Context: an optimization exercise on an open-source flow, tuned for small area and a short achievable clock period. The choices shown serve that exercise and are no tape-out recipe.
Where RTL was checked, it was by simulation tests only, not by an equivalence proof against the original.
No functional check of the RTL was part of run 2.
No activity file was given, so power comes from the tool's default toggle rates.

==> flow/standard.sh <==
#!/bin/bash
# synth_recipe.tcl (not shown) runs the flow's synth.tcl, then flattens the netlist and writes it again
# the make line also repeats each setting of config.mk as NAME=value (left out here)
make -C /OpenROAD-flow-scripts/flow DESIGN_CONFIG=/design/flow/config.mk WORK_HOME=/design/flow/orfs CLKGATE_MAP_FILE= SYNTH_SCRIPT=/design/flow/synth_recipe.tcl "${@:-finish}"
==> flow/flow/run.sh <==
#!/bin/bash
# The standard layout, with plain buffers on the ports and timing repair
# free to resize cells across footprints.
set -e
bash standard.sh MATCH_CELL_FOOTPRINT=0 "BUFFER_PORTS_ARGS=-buffer_cell sky130_fd_sc_hd__buf_2" finish > standard.log 2>&1
==> flow/config.mk <==
export PLATFORM = sky130hd
export DESIGN_NAME = fir_filter
export DESIGN_NICKNAME = fir_filter
export VERILOG_FILES = /design/flow/design.v
export SDC_FILE = /design/flow/constraint.sdc
export NUM_CORES = 4
export LEC_CHECK = 0
export CAP_MARGIN = 20
export CORE_MARGIN = 2
export CORE_UTILIZATION = 40
export CTS_BUF_LIST = sky130_fd_sc_hd__clkbuf_16
export CTS_CLUSTER_DIAMETER = 80
export CTS_CLUSTER_SIZE = 24
export SETUP_SLACK_MARGIN = 3.8
export SLEW_MARGIN = 20
==> flow/constraint.sdc <==
create_clock -name core_clock -period 6.0 [get_ports {clk}]
set_input_delay 1.2000 -clock core_clock [delete_from_list [all_inputs] [get_ports {clk}]]
set_output_delay 1.2000 -clock core_clock [all_outputs]
set_load 0.01 [all_outputs]
==> flow/design.v <==
module fir_filter (
   input  logic               clk,
   input  logic               rst,
   input  logic signed [15:0] inp,
   output logic signed [39:0] outp
);
   localparam logic [23:0] G_RESET = 24'hFF8000;    
   localparam logic [23:0] G_CONST = 24'hEF0001;
   logic signed [15:0] line [15];
   logic        [23:0] ysum;        
   logic        [16:0] dsum;        
   logic signed [16:0] d;
   logic        [23:0] gs, gc;
   logic        [23:0] ys, yc;
   logic signed [23:0] y;
   logic        [3:0]  cnt;     
   logic               v12;     
   logic        [23:0] xo, do16, nlo, gk;
   logic        [23:0] gs1, gc1, gs2, gc2, gs3, gc3;
   logic        [23:0] ys1, yc1, ys2, yc2, ys3, yc3;
   always_comb begin
      xo   = {8'd0, ~inp[15], inp[14:0]};                      
      do16 = {3'd0, ~d[16], d[15:0], 4'd0};                    
      nlo  = {8'd0, line[14][15], ~line[14][14:0]};           
      gk   = G_CONST;
      gs1 = gs ^ gc ^ do16;
      gc1 = ((gs & gc) | (gs & do16) | (gc & do16)) << 1;
      gs2 = gs1 ^ gc1 ^ nlo;
      gc2 = (((gs1 & gc1) | (gs1 & nlo) | (gc1 & nlo)) << 1) | (gk & 24'd1);
      gs3 = gs2 ^ gc2 ^ (xo | (gk & ~24'd1)) ;
      gc3 = ((gs2 & gc2) | (gs2 & (xo | (gk & ~24'd1))) | (gc2 & (xo | (gk & ~24'd1)))) << 1;
      ys1 = ys ^ yc ^ gs;
      yc1 = ((ys & yc) | (ys & gs) | (yc & gs)) << 1;
      ys2 = ys1 ^ yc1 ^ gc;
      yc2 = ((ys1 & yc1) | (ys1 & gc) | (yc1 & gc)) << 1;
      ys3 = ys2 ^ yc2 ^ xo;
      yc3 = ((ys2 & yc2) | (ys2 & xo) | (yc2 & xo)) << 1;
   end
   always_ff @(posedge clk) begin
      line[0] <= inp;
      for (int k = 1; k < 13; k++) line[k] <= line[k-1];
      if (rst) begin
         line[13] <= 16'sd0;
         line[14] <= 16'sd0;
         d        <= 17'sd0;
         gs       <= G_RESET;
         gc       <= 24'd0;
         ys       <= 24'd0;
         yc       <= 24'd0;
         y        <= 24'sd0;
         cnt      <= 4'd0;
         v12      <= 1'b0;
      end else begin
         line[13] <= v12 ? line[12] : 16'sd0;
         line[14] <= line[13];
         d        <= dsum;
         gs       <= gs3;
         gc       <= gc3;
         ys       <= ys3;
         yc       <= yc3;
         y        <= ysum;
         if (cnt != 4'd15) cnt <= cnt + 4'd1;
         v12      <= (cnt >= 4'd12);
      end
   end
   add_pp #(.W(24)) u_ysum (.a(ys), .b(yc), .ci(1'b0), .s(ysum));
   add_pp #(.W(17)) u_dsum (.a({line[14][15], line[14]}), .b(~{line[13][15], line[13]}), .ci(1'b1), .s(dsum));
   assign outp = 40'(y);
endmodule
module add_pp #(
   parameter int W = 24
) (
   input  logic [W-1:0] a,
   input  logic [W-1:0] b,
   input  logic         ci,
   output logic [W-1:0] s
);
   localparam int L = (W > 16) ? 5 : (W > 8) ? 4 : (W > 4) ? 3 : 2;    
   logic [W-1:0] p, g;
   logic [W-1:0] gp [L+1];
   logic [W-1:0] pp [L+1];
   always_comb begin
      p = a ^ b;
      g = a & b;
      gp[0] = g;
      pp[0] = p;
      gp[0][0] = g[0] | (p[0] & ci);
      for (int l = 0; l < L; l++) begin
         gp[l+1] = gp[l];
         pp[l+1] = pp[l];
         for (int i = 0; i < W; i++) begin
            if (((i >> l) & 1) == 1) begin
               gp[l+1][i] = gp[l][i] | (pp[l][i] & gp[l][((i >> l) << l) - 1]);
               pp[l+1][i] = pp[l][i] & pp[l][((i >> l) << l) - 1];
            end
         end
      end
      s[0] = p[0] ^ ci;
      for (int i = 1; i < W; i++) s[i] = p[i] ^ gp[L][i-1];
   end
endmodule
==> results of run 1 <==
## Yosys cell counts (2+ instances only)
master,count,share of area [%]
nor3_1,19,0.71
ha_1,70,6.6
and2_1,20,0.94
nand2_1,17,0.48
buf_4,16,0.90
clkbuf_1,16,0.45
nand2b_1,9,0.42
o21ai_0,6,0.23
nor2_1,110,3.1
dfxtp_1,380,57
nor2b_1,37,1.7
xnor2_1,17,1.1
a21o_1,16,0.90
fa_1,112,17
nand4_1,2,0.094
or2_2,3,0.14
o21a_1,6,0.34
a21oi_1,17,0.64
xor2_1,7,0.46
nand3_1,7,0.26
o21bai_1,3,0.17
buf_1,3,0.085
a31oi_1,2,0.094
nor3b_1,2,0.11
mux2i_1,2,0.15
inv_1,155,4.4
## final timing paths
kind	startpoint	end	slack [ns]
worst max-delay path	y[23]	outp[36]	3.66
worst min register to register	line[8][13]	line[9][13]	0.32
worst max register to register	yc[2]	y[22]	3.69
worst min-delay path	line[8][13]	line[9][13]	0.32
## worst reg2reg max path: stages, from the launching register on
cell and delay, ns:
dfxtp_4 0.36, ha_4 0.25, a211oi_4 0.36, nor3_4 0.11, o2111ai_4 0.28, buf_4 0.17, a21boi_2 0.07, a221oi_2 0.28
mux2_1 0.34
## where the power goes
group          switching [uW]  total, uW  internal [uW]  leakage (uW)
Clock                     802       1450            652      0.000293
Combinational            1390       2820           1430       0.00320
Sequential                286       3240           2950       0.00318
Total                    2480       7510           5030       0.00668
## what timing repair did
item | 4_1_cts | 5_1_grt
gates resized for setup | 77 | 64
pin swaps | 22 | 23
gates cloned | 0 | 0
setup buffers | 18 | 10
setup endpoints to repair | 123 | 69
## cell type report
class / instances / area share (%)
clock buffers: 21 / 3.41
clock inverters: 7 / 0.414
inverters: 155 / 3.77
multi-input cells: 504 / 34.4
flip-flops and latches: 380 / 49.7
well taps: 442 / 3.59
repair buffers: 87 / 4.76
## per-stage QoR
| stage | instance area, um2 | power [uW] | setup WS (ns) | cells | hold WS, ns |
|---|---|---|---|---|---|
| finish | 15400 | 7510 | 3.66 | 1596 | 0.321 |
| global route | 15400 | 8250 | 3.56 | 1596 | 0.328 |
| CTS | 15100 | 7500 | 3.61 | 1586 | 0.326 |
| detailed placement | 14000 | 5810 | 2.79 | 1540 | 0.312 |
| global placement | 14000 | 5740 | 2.82 | 1540 | 0.309 |
| floorplan | 13300 | 5170 | 3.80 | 1074 | 0.310 |
## flip-flops by register name, indices dropped and copies added (netlist names)
signal and flops:
line 240, gs 24, y 24, ys 24, gc 23, yc 23
d 17, cnt 4, v12 1
## cells by family (layout without fill, tap and decap cells)
group / Yosys count / after routing
XOR/XNOR: 24 / 24
AO/OA/AOI/OAI: 63 / 63
adder cells (fa/ha/maj): 182 / 182
flip-flops: 380 / 380
AND/OR/NAND/NOR: 231 / 231
multiplexers: 4 / 4
buffers and inverters: 190 / 270
## layer usage
| layer | part of all wire, % | track usage (%) | wire [um] |
|---|---|---|---|
| met1 | 50 | 18.3 | 10600 |
| met2 | 45 | 20.2 | 9470 |
| met3 | 4.0 | 2.05 | 848 |
| met4 | 1.6 | 3.08 | 348 |
| met5 | 0 | 0 | 0 |
## cell usage in the layout (no fill, tap or decap), types with 3 or more instances in the layout
cell type	count
dfxtp_1	343
inv_1	151
nor2_1	110
fa_1	109
ha_1	55
nor2b_1	36
dfxtp_2	33
buf_6	32
buf_2	27
buf_4	24
clkbuf_16	21
and2_1	19
a21o_1	16
nand2_1	16
xnor2_1	15
nor3_1	14
ha_4	14
a21oi_1	11
nand2b_1	9
nand3_1	7
xor2_1	7
a21oi_2	6
o21a_1	6
inv_2	4
dfxtp_4	4
o21ai_0	3
nor3_2	3
or2_2	3
fa_2	3
buf_8	3
==> metrics.md, run 1 <==
| Metric | Value |
|---|---|
| Mapped Area | approximately 13000 um2 |
| Ys flop type | dfxtp_1 |
| Synth unique cells | between 40 and 50 |
| Cts bufs inserted | 21 |
| Antenna-violating nets left | 0 |
| Critical Path RT | about 4.8 ns |
| Htree depth | 1 |
| Largest family of logic cells by synthesized area | adder cells |
| Crit start category | register |
| Drt via density | between 4 and 5 |
| CP delay by family, top | flip-flops |
| Xor/xnor share of the synthesized area | 1.58% |
| Syn nets | 1274 |
| Initial DRT Pass Iterations | 5 |
| Crit path largest cell delay | approximately 0.36 ns |
| Total of max-cap violations | 0 |
| Global-route wire length before repair | 36.2 mm |
| Die height | ~190 um |
| R2R depth | 8 |
| Share of cells above drive strength 1 | 18.0% |
| DRC | 0 |
| Slew @ Worst Pin | just over 0.7 ns |
| Drt wl/cell | 13.3 um |
| Clk root buf | clkbuf_16 |
| Routed WL | 21.2 mm |
| Fillers | 2967 |
| CP max stage cell | dfxtp_4 |
| Fin util | between 40% and 50% |
| Setup_tns | 0 ns |
| Die ar. | approximately 35000 um2 |
| PD cells | 487 nW/um2 |
| Post-synth EDFFs | 0 |
| RSZ-0062 raised after global routing | true |
| Peak supply drop | slightly below 0.0002 V |
| Clk_skew | between 0.015 and 0.02 ns |
| CP cell instances | buf_8, buf_6 |
| Storage cell area | 7660 um2 |
| GRT overflow | 0 |
| Worst Path Max Fanout | 9 |
| N_diodes | 0 |
| Endpoints failing hold | 0 |
| Outcome | no timing/DRC/antenna violations |
| Crit path kind | reg2out |
| DIE WIDTH | around 190 um |
| Clk pin slew, worst setup/hold paths | 0.09 ns |
| Fmax | ~0.43 GHz |
| CTS Sinks | 380 |
| Syn. warnings | 8 |
| Clk Latency, worst-skew pair | around 0.53 ns |
| Endpoints failing setup | 0 |
| Io pins | 58 |
| Slew Viols, Final | 0 |
| Input/output buffers | 57 |
| Synth Area in Adders | approximately a quarter |
| Largest net degree at the start of global routing | 58 |
| Post-CTS Hold Buffers | 0 |
| Period utilisation layout | ~39% |
| Mux share of post-synthesis cell area | less than 1% |
| TritonCTS clock tree | done |
| Vias in the first global route | 7157 |
| Longest Clk Path Bufs | 3 |
| CP endpoint kind | primary output |
| Slew margin rel. | about 52% |
| DP Wirelength | roughly 15 mm |
| Worst EP arrival | 1.14 ns |
| Avg Inst Size Synth | 12.4 um2 |
| Global-route usage over all layers | 12.7% |
| Multi-input gate area | 5300 um2 |
| Core Area | 32700 um2 |
| Seq/Total Area, Yosys | between 50% and 60% |
| Fin nets | ~1.3k |
| CP bufs+invs | 2 |
| Final min period | around 2.3 ns |
| Register bit count reported by yosys | between 300 and 400 |
| Post-synthesis simple-gate area fraction | 8.35% |
| Initial antenna violation count | 0 |
| Area Growth Syn to Fin | 15.8% |
| CP Depth | 2 |
| Synth Area in Compound Gates | under 10% |
| Asr flop ratio synth | 0% |
| Routability cong. | around 0.76 |
| P_leak | between 0.006 and 0.007 uW |
| Worst Hold Class | reg2reg |
| Via count | about 7k |
| Hold path cells | 0 |
| Core Rows | 66 |
| Synth Instances | approximately 1.1k |
| Initial core utilization | about two fifths |
| Drt initial violations | between 300 and 400 |
==> run 2, diff against run 1 <==
--- a/flow/design.v
+++ b/flow/design.v
@@ -75,7 +75,7 @@
    input  logic         ci,
    output logic [W-1:0] s
 );
-   localparam int L = (W > 16) ? 5 : (W > 8) ? 4 : (W > 4) ? 3 : 2;    
+   localparam int L = $clog2(W);
    logic [W-1:0] p, g;
    logic [W-1:0] gp [L+1];
    logic [W-1:0] pp [L+1];
==> flow/run.sh (new file) <==
#!/bin/bash
# synth_recipe.tcl (not shown) runs the flow's synth.tcl, then flattens the netlist and writes it again
# the make line also repeats each setting of config.mk as NAME=value (left out here)
make -C /OpenROAD-flow-scripts/flow DESIGN_CONFIG=/design/flow/config.mk WORK_HOME=/design/flow/orfs CLKGATE_MAP_FILE= SYNTH_SCRIPT=/design/flow/synth_recipe.tcl finish
removed: flow/flow/run.sh
removed: flow/standard.sh
==> metrics.md, run 2 <==
| Metric | Value |
|---|---|
| Final min period | 2.37 ns (+0.0310 ns) |
| Clk pin slew, worst setup/hold paths | 0.09 ns (about the same) |
| Asr flop ratio synth | 0% (unchanged) |
| Reg-to-reg slack, setup | 3.63 ns (-0.06 ns) |
| Fillers | 2938 (-0.98%) |
| Critical Path RT | 6.47 ns (+1.67 ns) |
| N_diodes | 0 (unchanged) |
| Switching part of the total | 32.6% (-0.37 points) |
| Area Growth Syn to Fin | 17.7% |
| Worst r2r src | line[13][0] |
| Setup_tns | 0 ns (unchanged) |
| CP endpoint kind | register |
| Slew Viols, Final | 0 (unchanged) |
| Global-route wire length before repair | 35.8 mm (-1.3%) |
| Via count | 6913 (+1.5%) |
| DRC | 0 (unchanged) |
| Slew @ Worst Pin | 0.574 ns (-0.136 ns) |
| CTS Sinks | 380 (unchanged) |
| Drt initial violations | 295 (-7.8%) |
| Drt wl/cell | 13.1 um (-1.6%) |
| PD cells | 485 nW/um2 (-0.37%) |
| Share of cells above drive strength 1 | 18.4% (+0.34 points) |
| Non-filler cells in the finished layout | 1607 (+0.69%) |
| Min-delay src | line[11][1] |
| Clk_skew | 0.0288 ns (+0.0132 ns) |
| Period utilisation layout | 39.4% (+0.52 points) |
| Die height | 186 um (unchanged) |
| R2R depth | 11 (+3) |
| Fin nets | 1359 (+0.74%) |
| Dpl cells | 1541 (+0.065%) |
| Part of the power in combinational logic | 37.5% (about the same) |
| Initial antenna violation count | 0 (unchanged) |
| Slew margin rel. | 61.7% (+9.3 points) |
| Routability cong. | 0.742 (-1.8%) |
| Largest net degree at the start of global routing | 75 (+29%) |
| Endpoints failing hold | 0 (unchanged) |
| Largest cells by area after synthesis | dfxtp_1, fa_1, ha_1 |
| Most flops, register | line |
| Worst r2r dst | d[8] |
| Fin util | 47.9% (+0.79 points) |
| Cell taking the most area after synthesis | dfxtp_1 |
| Core Rows | 66 (unchanged) |
| Synth unique cells | 46 (unchanged) |
| GRT overflow | 0 (unchanged) |
| Peak supply drop | 0.000234 V (+18%) |
| P_leak | 0.00674 uW (+0.99%) |
| Routed WL | 21.0 mm (-0.94%) |
| Ys flop type | dfxtp_1 |
| Avg Inst Size Synth | 12.4 um2 (unchanged) |
| Input/output buffers | 57 (unchanged) |
| Post-synth EDFFs | 0 (unchanged) |
| Clk root buf | clkbuf_16 |
| Clk Latency, worst-skew pair | 0.53 ns (about the same) |
| Die ar. | 34800 um2 (unchanged) |
| Cts bufs inserted | 21 (unchanged) |
| Outcome | no timing/DRC/antenna violations |
| Max reg flops | 240 (unchanged) |
| Global-route usage over all layers | 12.5% (-0.28 points) |
| Min-Delay Endpoint | line[12][1] |
| RSZ-0062 raised after global routing | true |
| Register bit count reported by yosys | 380 (unchanged) |
| Multi-input gate area | 5320 um2 (+0.40%) |
| Clock share of power | 19.7% (+0.3 points) |
| Dominant cell by count in the synthesized netlist | dfxtp_1 |
| Syn. warnings | 8 (unchanged) |
| Hold path cells | 0 (unchanged) |
| Initial core utilization | 40.7% (unchanged) |
| Commonest non-fill, non-tap cells in the layout | dfxtp_1, inv_1, nor2_1 |
| DP Wirelength | 14.8 mm (+0.42%) |
| Htree depth | 1 (unchanged) |
| Io pins | 58 (unchanged) |
| Total of max-cap violations | 0 (unchanged) |
| Synth top cells by count | dfxtp_1, inv_1, fa_1, nor2_1, ha_1 |
| Fmax | 0.422 GHz (-1.3%) |
| Synth Instances | 1074 (unchanged) |
| Longest Clk Path Bufs | 3 (unchanged) |
| Drt via density | 4.30 (+0.76%) |
| Worst EP arrival | 2.83 ns (+1.69 ns) |
| Mapped Area | 13300 um2 (unchanged) |
| Worst Path Max Fanout | 3 (-6) |
| Vias in the first global route | 7173 (+0.22%) |
| Antenna-violating nets left | 0 (unchanged) |
| Reg power frac | 42.8% (-0.3 points) |
| Syn nets | 1274 (unchanged) |
| Internal power | 5130 uW (+1.9%) |
| Endpoints failing setup | 0 (unchanged) |
| Synth top area share | 57.1% (unchanged) |
| Crit path kind | reg2reg |
| Core Area | 32700 um2 (unchanged) |
| Crit start category | register |
| Worst Hold Class | reg2reg |
| Seq/Total Area, Yosys | 57.1% (unchanged) |
| Storage cell area | 7690 um2 (+0.34%) |
| Switching pwr | 2480 uW (+0.16%) |
| Initial DRT Pass Iterations | 4 (-1) |
| Min Hold Slack | 0.313 ns (-0.00797 ns) |
| DIE WIDTH | 186 um (unchanged) |
| TritonCTS clock tree | done |
| Commonest non-fill, non-tap cell in the layout | dfxtp_1 |
## run 2: cell count changes in the layout (fill, tap and decap cells not counted), moves of 2 or more
cell	delta
o21ai_2	-2
nor3_1	+2
buf_4	+9
clkdlybuf4s50_1	+16
buf_2	-19
fa_2	+3
buf_8	-2
dfxtp_2	+6
dfxtp_1	-11
dfxtp_4	+5
clkinv_2	-2
fa_1	-3
clkinv_4	+2
buf_6	+7
## run 2: worst max path at each step
| stage | from | slack [ns] | cells past startpoint | to |
|---|---|---|---|---|
| after floorplan | rst | 3.80 | 4 | v12 |
| after global placement | rst | 2.93 | 5 | d[12] |
| after detailed placement | rst | 2.98 | 5 | d[12] |
| after CTS | y[23] | 3.62 | 2 | outp[25] |
| after global routing | line[14][0] | 3.49 | 12 | d[8] |
| final | line[13][0] | 3.63 | 11 | d[8] |
## run 2: layout make-up
type                       instances  area share [%]
inverter                         155            3.71
sequential                       380            49.0
tap                              442            3.53
multi-input combinational        504            33.9
timing repair buffer              97            5.75
clock inverter                     8           0.686
clock buffer                      21            3.35
## run 2: power groups by stage
| stage | Clock, uW | Combinational, uW | Sequential, uW |
|---|---|---|---|
| global route | 1660 | 3370 | 3310 |
| floorplan | 0 | 1950 | 3210 |
| finish | 1500 | 2850 | 3260 |
| detailed placement | 0 | 2670 | 3260 |
| CTS | 1570 | 2860 | 3250 |
| global placement | 0 | 2590 | 3260 |
## run 2: through the flow
step                power [uW]  area (um2)  setup slack, ns
finish                    7610       15700             3.63
global route              8350       15700             3.49
CTS                       7680       15400             3.62
detailed placement        5930       14300             2.98
global placement          5850       14300             2.93
floorplan                 5170       13300             3.80
## run 2: critical path, stage by stage (launching register included)
cell and delay (ns):
dfxtp_1 0.39, ha_4 0.15, inv_2 0.03, fa_2 0.37, a21o_1 0.18, nand4_1 0.12, nand2_1 0.11, a21o_1 0.19
nand2_1 0.07, nand2_2 0.05, fa_2 0.52, nor2b_1 0.12
## run 2: cells by family (layout without fill, tap and decap cells)
group,Yosys count,count (layout),share of synthesized area (%)
buf+inv,190,281,5.80
xor+xnor,24,24,1.58
compound gates,63,63,3.44
fa+ha+maj,182,182,23.4
flops,380,380,57.1
simple gates,231,231,8.35
mux,4,4,0.319
## run 2: metal layers
layer  global-route usage, %  vias to the layer above  wire [um]
li1                        -                     3432          -
met1                    17.6                     3397      10300
met2                    20.1                       61       9660
met3                    1.99                       23        687
met4                    2.93                        0        334
met5                       0                        -          0
## run 2: what timing repair did
| item | 4_1_cts | 5_1_grt |
|---|---|---|
| pin swaps | 28 | 33 |
| endpoints found under the setup margin | 127 | 65 |
| hold buffers | 0 | 0 |
| resized for setup | 275 | 46 |
| buffers inserted | 23 | 14 |

[static timing again, ports no longer ideal]
Ports are ideal in the flow. The routed layouts listed here were re-timed in OpenROAD. Step 1: set_driving_cell puts a clkbuf_16 on clk and a buf_2 on each other input, an assumption about the parent block. Step 2, shift: input delay + t, output delay - t, t = (earliest + latest rising clock arrival at the registers) / 2. This alone moves slack from input paths to output paths. Slacks: ideal / step 1 / step 2; pairs: ideal / step 1.
run	t, ns	slack for setup (ns)	latest minus earliest clock arrival (ns)	worst register clock-pin slew, ns	worst slew at a driven data input, ns
run 1	0.561	3.664 / 3.618 / 3.304	0.027 / 0.027	0.09 / 0.09	0.04
run 2	0.561	3.633 / 3.614 / 3.359	0.030 / 0.031	0.09 / 0.09	0.04
After both steps every run listed still meets setup and hold. The setup slack of run 1, which loses most, moves by -0.046 ns with the drivers and by -0.360 ns with both steps.
